This is an optimization exercise on Yosys and OpenROAD, whose aim is small area and a short achievable clock period, not a production implementation.
Function was checked by simulation only, so behaviour that the tests miss may differ from the original.

Design iir_biquad_filter, start of the top module:
module iir_biquad_filter #(
  parameter int unsigned NB   = 10,
  parameter int unsigned NC   = 10,
  parameter int unsigned FRAC = 9
) (
  input  logic                 CLK,
  input  logic                 RST,
  input  logic signed [NB-1:0] DIN,
  input  logic                 VIN,
  input  logic                 COEF_WE,
  input  logic [2:0]           COEF_ADDR,
  input  logic signed [NC-1:0] COEF_DATA,
  input  logic                 COEF_COMMIT,
  input  logic                 FLUSH,
  input  logic                 BYPASS,
  input  logic                 CLR_SAT,
  output logic signed [NB-1:0] DOUT,
  output logic                 VOUT,
  output logic                 SAT
);
Size: about 190 flip-flops, ~43 I/O pins, roughly 19000 µm² of cells after synthesis.
clock: 11.0 ns
lec_check: 0
abc_area: 1
cap_margin: 20
core_margin: 2
core_utilization: 40
setup_slack_margin: 4.5
slew_margin: 20
synth_hierarchical: 1
synth_minimum_keep_size: 0
run.sh (not shown) runs the stock make flow with config.mk's settings and CLKGATE_MAP_FILE= SYNTH_SCRIPT=/design/flow/synth_recipe.tcl, a recipe that flattens the netlist after the stock synthesis.
Rerun with:
==> flow/flow/run.sh (new file) <==
#!/bin/bash
# Layout flow: the standard flow (standard.sh) with two changes: the
# ports are buffered with a plain buffer cell, and timing repair only resizes
# and swaps cells (no buffer insertion or gate cloning). Each step's full
# output goes to a log file of its own in the work folder.
set -euo pipefail
bash standard.sh synth > synth.log 2>&1
bash standard.sh "BUFFER_PORTS_ARGS=-buffer_cell sky130_fd_sc_hd__buf_2" \
  "SETUP_MOVE_SEQUENCE=unbuffer,sizeup,swap" finish > layout.log 2>&1
==> flow/standard.sh (new file) <==
#!/bin/bash
# synth_recipe.tcl (not shown) runs the flow's synth.tcl, then flattens the netlist and writes it again
# the make line also repeats each setting of config.mk as NAME=value (left out here)
make -C /OpenROAD-flow-scripts/flow DESIGN_CONFIG=/design/flow/config.mk WORK_HOME=/design/flow/orfs CLKGATE_MAP_FILE= SYNTH_SCRIPT=/design/flow/synth_recipe.tcl "${@:-finish}"
removed: flow/run.sh
=>
- The changed run ran to the end with no violations
- wire length shrinks by 8.3%
- worst setup slack degrades by 380 ps
- register-to-register slack loses 250 ps
- sequential share of layout area came out higher by 1.5 points
- synthesized cell count is unchanged
- cell count goes down by 5.2%
- via count came out lower by 5.4%
- die area does not change
Rerun with:
==> flow/run.sh (new file) <==
#!/bin/bash
# synth_recipe.tcl (not shown) runs the flow's synth.tcl, then flattens the netlist and writes it again
# the make line also repeats each setting of config.mk as NAME=value (left out here)
make -C /OpenROAD-flow-scripts/flow DESIGN_CONFIG=/design/flow/config.mk WORK_HOME=/design/flow/orfs CLKGATE_MAP_FILE= SYNTH_SCRIPT=/design/flow/synth_recipe.tcl finish
- CORE_UTILIZATION: 40 -> 55
removed: flow/flow/run.sh
removed: flow/standard.sh
=> Routed wire length rose by 10%. Hold slack improved by 8.0 ps. Global-route usage rose by 12 points. Maximum frequency increases by 5.0%. First-iteration DRC count went up by 13%.
Rerun with:
- ABC_AREA: 1 -> 0
- CORE_UTILIZATION: 55 -> 40
Clock skew goes down by 19 ps; maximum frequency goes down by 6.3%; register-to-register slack gets worse by 490 ps; hold slack stays flat; design area goes down by about 3%; wire length goes down by about 10%; synthesized area goes down by about 1.6%; die area goes up by about 35%.
Rerun with:
- ABC_AREA: 0 -> 1
- SETUP_SLACK_MARGIN: 4.5 -> unset
Outcome: The new run passed the timing, design-rule and antenna checks. Worst hold slack degrades by 4.4 ps. Area after synthesis is higher by about 1.6%. Cell area is lower by 7.6%.
Rerun with:
==> flow/flow/run.sh (new file) <==
#!/bin/bash
# Layout flow: the standard flow (standard.sh) with three changes: the
# ports are buffered with a plain buffer cell, timing repair only resizes
# and swaps cells (no buffer insertion or gate cloning), and after global
# routing gates off the critical paths are sized down again. Each step's
# full output goes to a log file of its own in the work folder.
set -euo pipefail
bash standard.sh synth > synth.log 2>&1
bash standard.sh "BUFFER_PORTS_ARGS=-buffer_cell sky130_fd_sc_hd__buf_2" \
  "SETUP_MOVE_SEQUENCE=unbuffer,sizeup,swap" "RECOVER_POWER=100" finish > layout.log 2>&1
==> flow/standard.sh (new file) <==
#!/bin/bash
# synth_recipe.tcl (not shown) runs the flow's synth.tcl, then flattens the netlist and writes it again
# the make line also repeats each setting of config.mk as NAME=value (left out here)
make -C /OpenROAD-flow-scripts/flow DESIGN_CONFIG=/design/flow/config.mk WORK_HOME=/design/flow/orfs CLKGATE_MAP_FILE= SYNTH_SCRIPT=/design/flow/synth_recipe.tcl "${@:-finish}"
- SETUP_SLACK_MARGIN: unset -> 4.5
removed: flow/run.sh
Result: The changed run ran to the end with violations: capacitance limit, slew limit; critical path depth is higher by 11; die area does not change; via count is lower by 0.96%; synthesized area stays the same; wire length stays flat.


violet:
iir_biquad_filter, a different RTL version from the one above (not shown whole).
Size in the first run: ~2100 cells after synthesis, roughly 200 flip-flops, ~43 I/O pins.
==> flow/design.v (excerpt) <==
module iir_biquad_filter #(
  parameter int unsigned NB   = 10,
  parameter int unsigned NC   = 10,
  parameter int unsigned FRAC = 9
) (
  input  logic                 CLK,
  input  logic                 RST,
  input  logic signed [NB-1:0] DIN,
  input  logic                 VIN,
  input  logic                 COEF_WE,
  input  logic [2:0]           COEF_ADDR,
  input  logic signed [NC-1:0] COEF_DATA,
  input  logic                 COEF_COMMIT,
  input  logic                 FLUSH,
  input  logic                 BYPASS,
  input  logic                 CLR_SAT,
  output logic signed [NB-1:0] DOUT,
  output logic                 VOUT,
  output logic                 SAT
);
  localparam int unsigned NCOEF = 5;
  logic [NC-1:0] shd_q [NCOEF];
  logic [NC-1:0] act_q [NCOEF];
  logic [NC-1:0] act_d [NCOEF];
  logic [14:0]   shd_enc [NCOEF];
  logic [14:0]   act_e_q [NCOEF];
  logic [14:0]   enc_d [NCOEF];
  logic [NB-1:0] x1_q, x2_q, y1_q, y2_q;
  logic [NB-1:0] x1_d, x2_d, y1_d, y2_d;
  logic [NB-1:0] dout_q;
  logic          vout_q, sat_q;
  logic [21:0]   pre_a_q, pre_b_q;
  logic [21:0]   pre_a_d, pre_b_d;
  logic [21:0]   acc_c;
  logic [NB-1:0] y_c;
  logic          clip_c;
  logic          filt_c;
  always_comb begin
    for (int i = 0; i < NCOEF; i++) act_d[i] = COEF_COMMIT ? shd_q[i] : act_q[i];
    for (int i = 0; i < NCOEF; i++) enc_d[i] = COEF_COMMIT ? shd_enc[i] : act_e_q[i];
    x1_d = x1_q;
    x2_d = x2_q;
    y1_d = y1_q;
    y2_d = y2_q;
    if (filt_c) begin
      x2_d = x1_q;
      x1_d = DIN;
      y2_d = y1_q;
      y1_d = y_c;
    end
    if (FLUSH) begin
      x1_d = '0;
      x2_d = '0;
      y1_d = '0;
      y2_d = '0;
    end
  end
  assign shd_enc[0][0] = shd_q[0][0] ^ 1'b0;
  assign shd_enc[0][1] = (shd_q[0][1] & ~shd_q[0][0] & ~1'b0) | (~shd_q[0][1] & shd_q[0][0] & 1'b0);
  assign shd_enc[0][2] = shd_q[0][1] & ~(shd_q[0][0] & 1'b0);
  assign shd_enc[0][3] = shd_q[0][2] ^ shd_q[0][1];
  ...
export LEC_CHECK = 0
export ABC_AREA = 1
export CAP_MARGIN = 20
export CORE_MARGIN = 2
export CORE_UTILIZATION = 40
export SETUP_SLACK_MARGIN = 5
export SLEW_MARGIN = 20
export SYNTH_HIERARCHICAL = 1
export SYNTH_MINIMUM_KEEP_SIZE = 0
create_clock -name core_clock -period 11.0 [get_ports {CLK}]
standard.sh (not shown) runs the stock make flow with config.mk's settings and CLKGATE_MAP_FILE= SYNTH_SCRIPT=/design/flow/synth_recipe.tcl, a recipe that flattens the netlist after the stock synthesis.
==> flow/flow/run.sh <==
#!/bin/bash
# Layout flow: the standard flow (standard.sh) with two changes: the
# ports are buffered with a plain buffer cell, and timing repair only resizes
# and swaps cells and inserts buffers, but does not clone gates. Each step's full
# output goes to a log file of its own in the work folder.
set -euo pipefail
bash standard.sh synth > synth.log 2>&1
bash standard.sh "BUFFER_PORTS_ARGS=-buffer_cell sky130_fd_sc_hd__buf_2" \
  "SETUP_MOVE_SEQUENCE=unbuffer,sizeup,swap,buffer" finish > layout.log 2>&1
violet: PASS, flow complete, no timing, DRC or antenna violations
Input changes introduced in pepper (baseline for comparison: violet):
- SETUP_SLACK_MARGIN now 4.5, was 5
==> flow/run.sh (new file) <==
#!/bin/bash
# synth_recipe.tcl (not shown) runs the flow's synth.tcl, then flattens the netlist and writes it again
# the make line also repeats each setting of config.mk as NAME=value (left out here)
make -C /OpenROAD-flow-scripts/flow DESIGN_CONFIG=/design/flow/config.mk WORK_HOME=/design/flow/orfs CLKGATE_MAP_FILE= SYNTH_SCRIPT=/design/flow/synth_recipe.tcl finish
removed: flow/flow/run.sh
removed: flow/standard.sh
### Flow results
Compared to violet, the routing of pepper uses more wire. Worst hold margin: pepper > violet. Summary: with violet as the reference, summed area of non-filler cells in the final layout in pepper moved down by a few percent. Taking violet as the reference, in pepper share of layout cells above drive strength 1 shows a reduction of 6.0 points, critical path depth shows an increase of 8, clock skew shows a reduction of 0.017 ns, simple-gate area share of the yosys netlist shows no meaningful change. pepper: fmax 3.0 MHz below violet. Area growth from synthesis to final layout: pepper < violet.
The following lists how amber was set up differently from pepper:
==> flow/flow/run.sh (new file) <==
#!/bin/bash
# Layout flow: the standard flow (standard.sh) with two changes: the
# ports are buffered with a plain buffer cell, and timing repair only resizes
# and swaps cells and inserts buffers, but does not clone gates. Each step's full
# output goes to a log file of its own in the work folder.
set -euo pipefail
bash standard.sh synth > synth.log 2>&1
bash standard.sh "BUFFER_PORTS_ARGS=-buffer_cell sky130_fd_sc_hd__buf_2" \
  "SETUP_MOVE_SEQUENCE=unbuffer,sizeup,swap,buffer" finish > layout.log 2>&1
==> flow/standard.sh (new file) <==
#!/bin/bash
# synth_recipe.tcl (not shown) runs the flow's synth.tcl, then flattens the netlist and writes it again
# the make line also repeats each setting of config.mk as NAME=value (left out here)
make -C /OpenROAD-flow-scripts/flow DESIGN_CONFIG=/design/flow/config.mk WORK_HOME=/design/flow/orfs CLKGATE_MAP_FILE= SYNTH_SCRIPT=/design/flow/synth_recipe.tcl "${@:-finish}"
removed: flow/run.sh
### Flow results
Worst-case setup margin in the final layout in amber vs pepper: up 0.0040 ns
amber ends up with lower clock buffer count in the final layout than pepper does.
Taking pepper as the reference, in amber final period demand of the worst path decreased 0.0040 ns; sequential portion of the cell area increased 0.89 points.
Modified inputs, nickel compared to amber
- setting PLACE_DENSITY to 0.75 for the first time
==> flow/flow/run.sh <==
#!/bin/bash
# Layout flow: the standard flow (standard.sh) with two changes: the
# ports are buffered with a plain buffer cell, and timing repair only resizes
# and swaps cells (no buffer insertion or gate cloning). Each step's full
# output goes to a log file of its own in the work folder.
set -euo pipefail
bash standard.sh synth > synth.log 2>&1
bash standard.sh "BUFFER_PORTS_ARGS=-buffer_cell sky130_fd_sc_hd__buf_2" \
  "SETUP_MOVE_SEQUENCE=unbuffer,sizeup,swap" finish > layout.log 2>&1
## What came out
Per the comparison of nickel with amber, share of synthesized area occupied by flip-flops and latches was more or less identical, post-layout worst setup margin down 0.097 ns.

[port drivers added, routing unchanged]
No port has a modelled driver above. Below, the same layouts with a new extraction and two added sets of constraints.
Step 1 assumes that a clkbuf_16 drives the clock port and a buf_2 every other input.
Step 2 moves the port delays by t, midway between the first and last clock arrival at a register: inputs arrive t later, outputs are due t later. That takes back most of the time a late clock gives input paths.
Slacks: ideal / step 1 / step 2; pairs: ideal / step 1.
| run | t, ns | slack for setup (ns) | worst setup path after step 2 | worst register clock-pin slew, ns | worst data-port slew with drivers (ns) |
|---|---|---|---|---|---|
| the first run of note 1 | 0.528 | 4.630 / 4.628 / 4.101 | input to register | 0.08 / 0.08 | 0.06 |
| the second run of note 1 | 0.516 | 4.246 / 4.243 / 3.727 | input to register | 0.08 / 0.08 | 0.05 |
| the third run of note 1 | 0.523 | 4.567 / 4.601 / 4.078 | input to register | 0.10 / 0.10 | 0.06 |
| the fourth run of note 1 | 0.519 | 4.135 / 4.145 / 3.626 | input to register | 0.08 / 0.08 | 0.06 |
| the fifth run of note 1 | 0.515 | 3.487 / 3.523 / 3.008 | input to register | 0.08 / 0.08 | 0.04 |
| the sixth run of note 1 | 0.516 | 2.401 / 2.412 / 1.896 | input to register | 0.08 / 0.08 | 0.04 |
| violet | 0.604 | 4.651 / 4.649 / 4.045 | input to register | 0.06 / 0.06 | 0.05 |
| pepper | 0.606 | 4.528 / 4.558 / 3.952 | input to register | 0.07 / 0.07 | 0.05 |
| amber | 0.595 | 4.532 / 4.563 / 3.969 | input to register | 0.06 / 0.06 | 0.04 |
| nickel | 0.593 | 4.435 / 4.437 / 3.844 | input to register | 0.07 / 0.07 | 0.05 |
The setup slack of violet, which loses most, moves by -0.002 ns with the drivers and by -0.606 ns with both steps.
